This is an optimization exercise on Yosys and OpenROAD, whose aim is a short achievable clock period and few clock cycles, not a production implementation. In this exercise RTL edits were held to simulation tests only and were not proved equivalent to the original. Power is estimated from default activity; no workload was simulated.

## flow/config.mk

```make
export PLATFORM = sky130hd
export DESIGN_NAME = mips_core
export DESIGN_NICKNAME = mips_core
export VERILOG_FILES = /design/flow/design.v
export SDC_FILE = /design/flow/constraint.sdc
export NUM_CORES = 4
export LEC_CHECK = 0
export CAP_MARGIN = 20
export CORE_MARGIN = 2
export CORE_UTILIZATION = 40
export SLEW_MARGIN = 20
```

## flow/constraint.sdc

```tcl
create_clock -name core_clock -period 10.0 [get_ports {clk}]
set_input_delay 2.0000 -clock core_clock [delete_from_list [all_inputs] [get_ports {clk}]]
set_output_delay 2.0000 -clock core_clock [all_outputs]
set_load 0.01 [all_outputs]
```

## flow/design.v

```verilog
`default_nettype none
package mips_pkg;
	localparam int word_w      = 32;
	localparam int reg_addr_w  = 5;
	localparam int dmem_addr_w = 7;
	localparam int imm_w       = 16;
	localparam int op_w        = 6;
	localparam int fn_w        = 6;
	localparam int shamt_w     = 5;
	localparam int target_w    = 26;
	localparam logic [word_w-1:0]     pc_step = 32'd4;
	localparam logic [reg_addr_w-1:0] reg_ra  = 5'd31;  
	localparam logic [op_w-1:0] op_special = 6'h00;
	localparam logic [op_w-1:0] op_j       = 6'h02;
	localparam logic [op_w-1:0] op_jal     = 6'h03;
	localparam logic [op_w-1:0] op_beq     = 6'h04;
	localparam logic [op_w-1:0] op_bne     = 6'h05;
	localparam logic [op_w-1:0] op_addi    = 6'h08;
	localparam logic [op_w-1:0] op_lw      = 6'h23;
	localparam logic [op_w-1:0] op_sw      = 6'h2b;
	localparam logic [fn_w-1:0] fn_sll = 6'h00;
	localparam logic [fn_w-1:0] fn_srl = 6'h02;
	localparam logic [fn_w-1:0] fn_jr  = 6'h08;
	localparam logic [fn_w-1:0] fn_add = 6'h20;
	localparam logic [fn_w-1:0] fn_sub = 6'h22;
	localparam logic [fn_w-1:0] fn_and = 6'h24;
	localparam logic [fn_w-1:0] fn_or  = 6'h25;
	localparam logic [fn_w-1:0] fn_slt = 6'h2a;
	typedef struct packed {
		logic [op_w-1:0]       op;
		logic [reg_addr_w-1:0] rs;
		logic [reg_addr_w-1:0] rt;
		logic [reg_addr_w-1:0] rd;
		logic [shamt_w-1:0]    shamt;
		logic [fn_w-1:0]       funct;
	} r_fields_t;
	typedef struct packed {
		logic [op_w-1:0]       op;
		logic [reg_addr_w-1:0] rs;
		logic [reg_addr_w-1:0] rt;
		logic [imm_w-1:0]      imm;
	} i_fields_t;
	typedef union packed {
		r_fields_t         r;
		i_fields_t         i;
		logic [word_w-1:0] raw;
	} instr_t;
	typedef enum logic [2:0] {
		alu_add = 3'd0,
		alu_sub = 3'd1,
		alu_and = 3'd2,
		alu_or  = 3'd3,
		alu_slt = 3'd4,
		alu_sll = 3'd5,
		alu_srl = 3'd6
	} alu_op_e;
	typedef enum logic [2:0] {
		pc_seq       = 3'd0,
		pc_branch_eq = 3'd1,
		pc_branch_ne = 3'd2,
		pc_jump      = 3'd3,
		pc_jump_reg  = 3'd4
	} pc_sel_e;
	typedef enum logic [1:0] {
		wb_alu  = 2'd0,
		wb_mem  = 2'd1,
		wb_link = 2'd2
	} wb_sel_e;
	typedef struct packed {
		alu_op_e alu_op;
		logic    alu_src_imm;  
		logic    reg_we;
		wb_sel_e wb_sel;
		logic    dest_is_rd;   
		logic    mem_rd;
		logic    mem_wr;
		pc_sel_e pc_sel;
	} ctrl_t;
endpackage
`default_nettype wire
`timescale 1ns/1ps
`default_nettype none
module mips_decoder (
	input  mips_pkg::instr_t instr,
	output mips_pkg::ctrl_t  ctrl
);
	always_comb begin
		ctrl.alu_op      = mips_pkg::alu_add;
		ctrl.alu_src_imm = 1'b0;
		ctrl.reg_we      = 1'b0;
		ctrl.wb_sel      = mips_pkg::wb_alu;
		ctrl.dest_is_rd  = 1'b0;
		ctrl.mem_rd      = 1'b0;
		ctrl.mem_wr      = 1'b0;
		ctrl.pc_sel      = mips_pkg::pc_seq;
		if (instr.raw != '0) begin
			case (instr.r.op)
				mips_pkg::op_special: begin
					ctrl.dest_is_rd = 1'b1;
					ctrl.reg_we     = 1'b1;
					case (instr.r.funct)
						mips_pkg::fn_add: ctrl.alu_op = mips_pkg::alu_add;
						mips_pkg::fn_sub: ctrl.alu_op = mips_pkg::alu_sub;
						mips_pkg::fn_and: ctrl.alu_op = mips_pkg::alu_and;
						mips_pkg::fn_or:  ctrl.alu_op = mips_pkg::alu_or;
						mips_pkg::fn_slt: ctrl.alu_op = mips_pkg::alu_slt;
						mips_pkg::fn_sll: ctrl.alu_op = mips_pkg::alu_sll;
						mips_pkg::fn_srl: ctrl.alu_op = mips_pkg::alu_srl;
						mips_pkg::fn_jr: begin
							ctrl.reg_we = 1'b0;
							ctrl.pc_sel = mips_pkg::pc_jump_reg;
						end
						default: ctrl.reg_we = 1'b0;  
					endcase
				end
				mips_pkg::op_addi: begin
					ctrl.alu_src_imm = 1'b1;
					ctrl.reg_we      = 1'b1;
				end
				mips_pkg::op_lw: begin
					ctrl.alu_src_imm = 1'b1;  
					ctrl.reg_we      = 1'b1;
					ctrl.wb_sel      = mips_pkg::wb_mem;
					ctrl.mem_rd      = 1'b1;
				end
				mips_pkg::op_sw: begin
					ctrl.alu_src_imm = 1'b1;
					ctrl.mem_wr      = 1'b1;
				end
				mips_pkg::op_beq: ctrl.pc_sel = mips_pkg::pc_branch_eq;
				mips_pkg::op_bne: ctrl.pc_sel = mips_pkg::pc_branch_ne;
				mips_pkg::op_j:   ctrl.pc_sel = mips_pkg::pc_jump;
				mips_pkg::op_jal: begin
					ctrl.pc_sel = mips_pkg::pc_jump;
					ctrl.reg_we = 1'b1;
					ctrl.wb_sel = mips_pkg::wb_link;
				end
				default: ;
			endcase
		end
	end
endmodule
`default_nettype wire
`timescale 1ns/1ps
`default_nettype none
module mips_reg_file (
	input  logic                            clk,
	input  logic                            rst_n,
	input  logic [mips_pkg::reg_addr_w-1:0] rs_addr,
	input  logic [mips_pkg::reg_addr_w-1:0] rt_addr,
	input  logic [mips_pkg::reg_addr_w-1:0] wr_addr,
	input  logic                            wr_en,
	input  logic [mips_pkg::word_w-1:0]     wr_data,
	output logic [mips_pkg::word_w-1:0]     rs_data,
	output logic [mips_pkg::word_w-1:0]     rt_data
);
	logic [mips_pkg::word_w-1:0] regs [2**mips_pkg::reg_addr_w];
	always_ff @(posedge clk or negedge rst_n) begin
		if (!rst_n) begin
			for (int i = 0; i < 2**mips_pkg::reg_addr_w; i++) begin
				regs[i] <= '0;
			end
		end else if (wr_en && wr_addr != '0) begin  
			regs[wr_addr] <= wr_data;
		end
	end
	assign rs_data = regs[rs_addr];
	assign rt_data = regs[rt_addr];
endmodule
`default_nettype wire
`timescale 1ns/1ps
`default_nettype none
module mips_alu (
	input  mips_pkg::alu_op_e            op,
	input  logic [mips_pkg::word_w-1:0]  a,
	input  logic [mips_pkg::word_w-1:0]  b,
	input  logic [mips_pkg::shamt_w-1:0] shamt,
	output logic [mips_pkg::word_w-1:0]  result
);
	logic [mips_pkg::word_w-1:0] sum;
	logic [mips_pkg::word_w-1:0] diff;
	logic                        less;
	assign sum  = a + b;  
	assign diff = a - b;
	assign less = $signed(a) < $signed(b);
	always_comb begin
		case (op)
			mips_pkg::alu_add: result = sum;
			mips_pkg::alu_sub: result = diff;
			mips_pkg::alu_and: result = a & b;
			mips_pkg::alu_or:  result = a | b;
			mips_pkg::alu_slt: result = {{(mips_pkg::word_w-1){1'b0}}, less};
			mips_pkg::alu_sll: result = b << shamt;
			mips_pkg::alu_srl: result = b >> shamt;  
			default:           result = sum;
		endcase
	end
endmodule
`default_nettype wire
`timescale 1ns/1ps
`default_nettype none
module mips_pc_unit (
	input  logic                             clk,
	input  logic                             rst_n,
	input  mips_pkg::pc_sel_e                pc_sel,
	input  logic [mips_pkg::word_w-1:0]      rs_data,
	input  logic [mips_pkg::word_w-1:0]      rt_data,
	input  logic [mips_pkg::imm_w-1:0]       imm,
	input  logic [mips_pkg::target_w-1:0]    target,
	output logic [mips_pkg::word_w-1:0]      ir_addr
);
	localparam int ext_w = mips_pkg::word_w - mips_pkg::imm_w - 2;
	localparam int top_w = mips_pkg::word_w - mips_pkg::target_w - 2;
	logic [mips_pkg::word_w-1:0] pc_plus4;
	logic [mips_pkg::word_w-1:0] branch_addr;
	logic [mips_pkg::word_w-1:0] jump_addr;
	logic [mips_pkg::word_w-1:0] next_pc;
	logic                        rs_eq_rt;
	assign pc_plus4    = ir_addr + mips_pkg::pc_step;
	assign branch_addr = pc_plus4 + {{ext_w{imm[mips_pkg::imm_w-1]}}, imm, 2'b00};
	assign jump_addr   = {ir_addr[mips_pkg::word_w-1 -: top_w], target, 2'b00};
	assign rs_eq_rt    = rs_data == rt_data;
	always_comb begin
		case (pc_sel)
			mips_pkg::pc_branch_eq: next_pc = rs_eq_rt ? branch_addr : pc_plus4;
			mips_pkg::pc_branch_ne: next_pc = rs_eq_rt ? pc_plus4 : branch_addr;
			mips_pkg::pc_jump:      next_pc = jump_addr;
			mips_pkg::pc_jump_reg:  next_pc = rs_data;
			default:                next_pc = pc_plus4;
		endcase
	end
	always_ff @(posedge clk or negedge rst_n) begin
		if (!rst_n) begin
			ir_addr <= '0;
		end else begin
			ir_addr <= next_pc;
		end
	end
endmodule
`default_nettype wire
`timescale 1ns/1ps
`default_nettype none
module mips_core (
	input  logic                             clk,
	input  logic                             rst_n,
	input  logic [mips_pkg::word_w-1:0]      ir,
	input  logic [mips_pkg::word_w-1:0]      read_data_mem,
	output logic [mips_pkg::word_w-1:0]      ir_addr,
	output logic                             cen,
	output logic                             wen,
	output logic                             oen,
	output logic [mips_pkg::dmem_addr_w-1:0] a,
	output logic [mips_pkg::word_w-1:0]      data_to_mem
);
	localparam int ext_w = mips_pkg::word_w - mips_pkg::imm_w;
	mips_pkg::instr_t instr;
	mips_pkg::ctrl_t  ctrl;
	logic [mips_pkg::word_w-1:0]     rs_data;
	logic [mips_pkg::word_w-1:0]     rt_data;
	logic [mips_pkg::word_w-1:0]     imm_sext;
	logic [mips_pkg::word_w-1:0]     alu_b;
	logic [mips_pkg::word_w-1:0]     alu_result;
	logic [mips_pkg::word_w-1:0]     wr_data;
	logic [mips_pkg::reg_addr_w-1:0] wr_addr;
	assign instr    = ir;
	assign imm_sext = {{ext_w{instr.i.imm[mips_pkg::imm_w-1]}}, instr.i.imm};
	mips_decoder decoder_i (
		.instr (instr),
		.ctrl  (ctrl)
	);
	always_comb begin
		if (ctrl.wb_sel == mips_pkg::wb_link) begin
			wr_addr = mips_pkg::reg_ra;
		end else if (ctrl.dest_is_rd) begin
			wr_addr = instr.r.rd;
		end else begin
			wr_addr = instr.i.rt;
		end
	end
	always_comb begin
		case (ctrl.wb_sel)
			mips_pkg::wb_mem:  wr_data = read_data_mem;
			mips_pkg::wb_link: wr_data = ir_addr + mips_pkg::pc_step;
			default:           wr_data = alu_result;
		endcase
	end
	mips_reg_file reg_file_i (
		.clk     (clk),
		.rst_n   (rst_n),
		.rs_addr (instr.r.rs),
		.rt_addr (instr.r.rt),
		.wr_addr (wr_addr),
		.wr_en   (ctrl.reg_we),
		.wr_data (wr_data),
		.rs_data (rs_data),
		.rt_data (rt_data)
	);
	assign alu_b = ctrl.alu_src_imm ? imm_sext : rt_data;
	mips_alu alu_i (
		.op     (ctrl.alu_op),
		.a      (rs_data),
		.b      (alu_b),
		.shamt  (instr.r.shamt),
		.result (alu_result)
	);
	mips_pc_unit pc_unit_i (
		.clk     (clk),
		.rst_n   (rst_n),
		.pc_sel  (ctrl.pc_sel),
		.rs_data (rs_data),
		.rt_data (rt_data),
		.imm     (instr.i.imm),
		.target  (instr.raw[mips_pkg::target_w-1:0]),
		.ir_addr (ir_addr)
	);
	assign cen = ~(ctrl.mem_rd | ctrl.mem_wr);
	assign wen = ~ctrl.mem_wr;
	assign oen = ~ctrl.mem_rd;
	assign a           = alu_result[mips_pkg::dmem_addr_w+1:2];  
	assign data_to_mem = rt_data;
endmodule
`default_nettype wire
```

## flow/run.sh

```bash
#!/bin/bash
# synth_recipe.tcl (not shown) runs the flow's synth.tcl, then flattens the netlist and writes it again
# the make line also repeats each setting of config.mk as NAME=value (left out here)
make -C /OpenROAD-flow-scripts/flow DESIGN_CONFIG=/design/flow/config.mk WORK_HOME=/design/flow/orfs CLKGATE_MAP_FILE= SYNTH_SCRIPT=/design/flow/synth_recipe.tcl finish
```

==> results.yml <==
run_status:
  status: "timing/DRC/antenna clean"
finish:
  fillers: 16257
  syn_to_final_growth_pct: 16.72
  final_util: 0.4685
  stdcell_area_mm2: 0.07704
  layout.nets: 8286
  multi_input_area_mm2: 0.03662
  regArea_mm2: 0.02643
  drive_above_1_share: 0.1402
placed_design:
  placed_cell_area_mm2: 0.07282
  globalplace.congestion: 1.058
  io_buffers: 139
  dp_hpwl_um: 302300
synthesis:
  yosysWarnings: 6
  synth-compound-area-share: 0.2311
  syn_avg_cell_area_um2: 8.242
  synth_edf_count: 0
  synthAdderAreaFrac: 0.02518
  netlist_area_mm2: 0.06600
  yosys.area.top_type: "dfrtp_1"
  synthXorXnorAreaFrac: 0.01551
  synth.most_common_cell: "nand2_1"
  synth_top_cell_area_share: 0.4004
  async_flop_share: 1.000
  muxShareOfSynthArea: 0.03712
  seq_area_frac_synth: 0.4004
  synth_top_family_by_area: "simple AND/OR/NAND/NOR gates"
  synth_seq_cells: 1056
  yosys-top-cells-count: "1215 x nand2_1, 1056 x dfrtp_1, 930 x o21ai_0"
  synth_nets: 8205
  synth_cell_types: 104
  synth-simple-area-share: 0.2318
  yosys_most_used_dff: "dfrtp_1"
  synth_area_leaders: "dfrtp_1 40%, o21ai_0 7.1%, nand2_1 6.9%, nand3_1 6.3%, a22oi_1 3.2%"
  synth_cells: 8008
cts:
  cts_tree: "done"
  cts_buffers: 116
  clk_latency_ns: 0.84
  clockBufferDepth: 3
  clkSinkCount: 1056
  root_buffer: "clkbuf_16"
  cts_hold_buf: 0
  path_clk_slew_ns: 0.06
  htreeDepth: 3
worst_setup_path:
  crit_top_cell: "buf_4"
  ff2ff_path_depth: 26
  crit_end: "a[6]"
  critPathArrivalTime_ns: 7.82
  critPathKind: "primary input to output port"
  reg2reg_to: "reg_file_i.regs[23][28]"
  crit_path_end_kind: "output port"
  worst_path_largest_cell_delay_ns: 0.58
  reg2reg_from: "reg_file_i.regs[23][11]"
  crit_path_max_fanout: 29
  cp-start-kind: "primary input"
  r2r_setup_slack_ns: 3.18
  crit_slowest_cell: "buf_2"
  critPathRequiredTime_ns: 8.00
  critical_path.startpoint: "ir[25]"
  crit_chain: "buf_2, buf_4, nor3_2, buf_4, and3_1, a221o_1, nor4_1, a21oi_1, buf_4, ha_1, o21bai_1, a211oi_1, nor3_1, a21oi_1, xnor2_1, o21ai_0, a221oi_1, o31a_1, nand2_1, nor3_1, buf_4, a21oi_1, clkdlybuf4s50_1"
power:
  pwr-share-clk: 0.412
  ir_worst_vdd_mv: 0.1481
  p_sw_frac: 0.3191
  pwr-share-seq: 0.403
  power_density_mw_per_mm2: 145.1
  power.switching_mw: 3.567
  combPwrFrac: 0.185
  p_leak_nw: 33.30
  internal_power_mw: 7.611
detailed_routing:
  first_iter_violations: 13582
  drtAntennaViolNets: 0
  drc: 0
  viasPerCell: 7.175
  vias: 74703
  drtPass1Iterations: 13
  wl_per_cell_um: 42.07
  routed_wl_um: 438000
timing:
  rsz0062_at_grt: "false"
  setup_viol: 0
  finalMaxSlewViolations: 0
  fin_crit_sh: 0.9824
  hold_viol_final: 0
  max_slew_margin: 0.1951
  fin_worst_skew_ns: 0.1121
  period_minus_slack_ns: 9.824
  fin_tns_setup_ns: 0
  fmax_mhz: 101.8
  timing_worst_slew_pin_value_ns: 1.207
die:
  rows: 149
  die_h_um: 410.2
  placeableCoreArea_mm2: 0.1644
  start_util: 0.4014
  ios: 140
  die_w_um: 410.2
  die-area_mm2: 0.1683
min_path:
  min_path_cells: 0
  min_path_type: "flip-flop to flip-flop"
flow_run:
  max_cap_viol_count: 0
grt:
  grt_usage: 0.5066
  grt_pass1_vias: 68477
  antenna_found_initial: 35
  grt_max_degree: 159
  overflow: 0
  grt_pass1_wl_um: 592300
==> worst min path at each step <==
stage / slack (ns) / start / end
3_3_place_gp: 0.38 / reg_file_i.regs[0][23] / reg_file_i.regs[0][23]
3_5_place_dp: 0.39 / reg_file_i.regs[0][23] / reg_file_i.regs[0][23]
6_report: 0.40 / reg_file_i.regs[0][23] / reg_file_i.regs[0][23]
5_1_grt: 0.41 / reg_file_i.regs[0][12] / reg_file_i.regs[0][12]
4_1_cts: 0.40 / reg_file_i.regs[0][31] / reg_file_i.regs[0][31]
2_1_floorplan: 0.44 / reg_file_i.regs[0][9] / reg_file_i.regs[0][9]
==> worst max-delay path: cells and delay by family <==
family	cells	cell delay [ns]
compound gates	9	1.80
buf+inv	6	2.04
simple gates	6	1.41
fa+ha+maj	1	0.34
xor+xnor	1	0.18
==> cell usage in the layout (no fill, tap or decap), types with 133 or more instances in the layout <==
| cell | Yosys | layout |
|---|---|---|
| a21oi_1 | 282 | 276 |
| nand3_1 | 829 | 829 |
| nand4_1 | 280 | 280 |
| dfrtp_1 | 1056 | 1056 |
| and3_1 | 154 | 153 |
| buf_4 | 19 | 566 |
| inv_1 | 135 | 133 |
| o21ai_0 | 930 | 923 |
| a22oi_1 | 281 | 281 |
| nand2_1 | 1215 | 1181 |
| nor2_1 | 325 | 286 |
==> sequential cells by signal, summed over array words and instances, names as in the netlist <==
name               count
reg_file_i.regs     1024
pc_unit_i.ir_addr     32
==> through the flow <==
step           hold slack [ns]  setup slack [ns]  instances  total power, mW
2_1_floorplan           0.4442             1.826       8008            5.544
3_3_place_gp            0.3801           0.09725      10154            6.540
3_5_place_dp            0.3865           0.03822      10154            6.549
4_1_cts                 0.3988           0.03558      10370            11.07
5_1_grt                 0.4143           0.05353      10384            11.42
6_report                0.4030            0.1759      10411            11.18
==> area by class of cell <==
class | instances | share of cell area
multi-input combinational | 6020 | 0.4753
sequential | 1056 | 0.3430
timing repair buffer | 756 | 0.08618
clock buffer | 162 | 0.04291
tap | 2189 | 0.03555
clock inverter | 54 | 0.009095
inverter | 139 | 0.006773
antenna | 35 | 0.001137
==> repair_timing <==
item,CTS,global route
resized for setup,0,7
endpoints found under the setup margin,0,6
buffers inserted,0,3
==> power by group through the flow <==
stage               Clock (mW)  Sequential [mW]  Combinational (mW)
floorplan                    0             4.54                1.00
global placement             0             4.57                1.96
detailed placement           0             4.58                1.97
CTS                       4.59             4.50                1.98
global route              4.76             4.51                2.15
finish                    4.60             4.51                2.07
==> layer usage <==
metal | GRT usage | vias up | routed length (um)
li1 | - | 29667 | -
met1 | 0.6207 | 36342 | 158100
met2 | 0.7143 | 6664 | 178000
met3 | 0.1785 | 2004 | 57370
met4 | 0.4133 | 26 | 44000
met5 | 0.001724 | - | 527
==> cell families after synthesis <==
kind of cell	after synthesis
AO/OA/AOI/OAI	2358
XOR/XNOR	116
AND/OR/NAND/NOR	3203
buffers and inverters	932
flip-flops	1056
adder cells (fa/ha/maj)	131
multiplexers	212
Testbench counts, summed over its fixed seeds: cycles 29,392.

static timing again, ports no longer ideal:
How much do the figures lean on ideal ports? The routed layout below was timed once more, with nothing changed but the port constraints.
Step 1 assumes that a clkbuf_16 drives the clock port and a buf_2 every other input.
Step 2 times the ports against the registers' clock, not the clock port: input delays grow and output delays shrink by t, the midpoint of the rising clock arrivals with the driver on.
Slacks: no drivers / after step 1 / after step 2; pairs: no drivers / after step 1.
t, ns: 0.870
setup WS [ns]: 0.176 / 0.152 / 0.086
slew at the worst register clock pin (ns): 0.07 / 0.07
After both steps this run still meets setup and hold. The setup slack of this run moves by -0.024 ns with the drivers and by -0.090 ns with both steps.
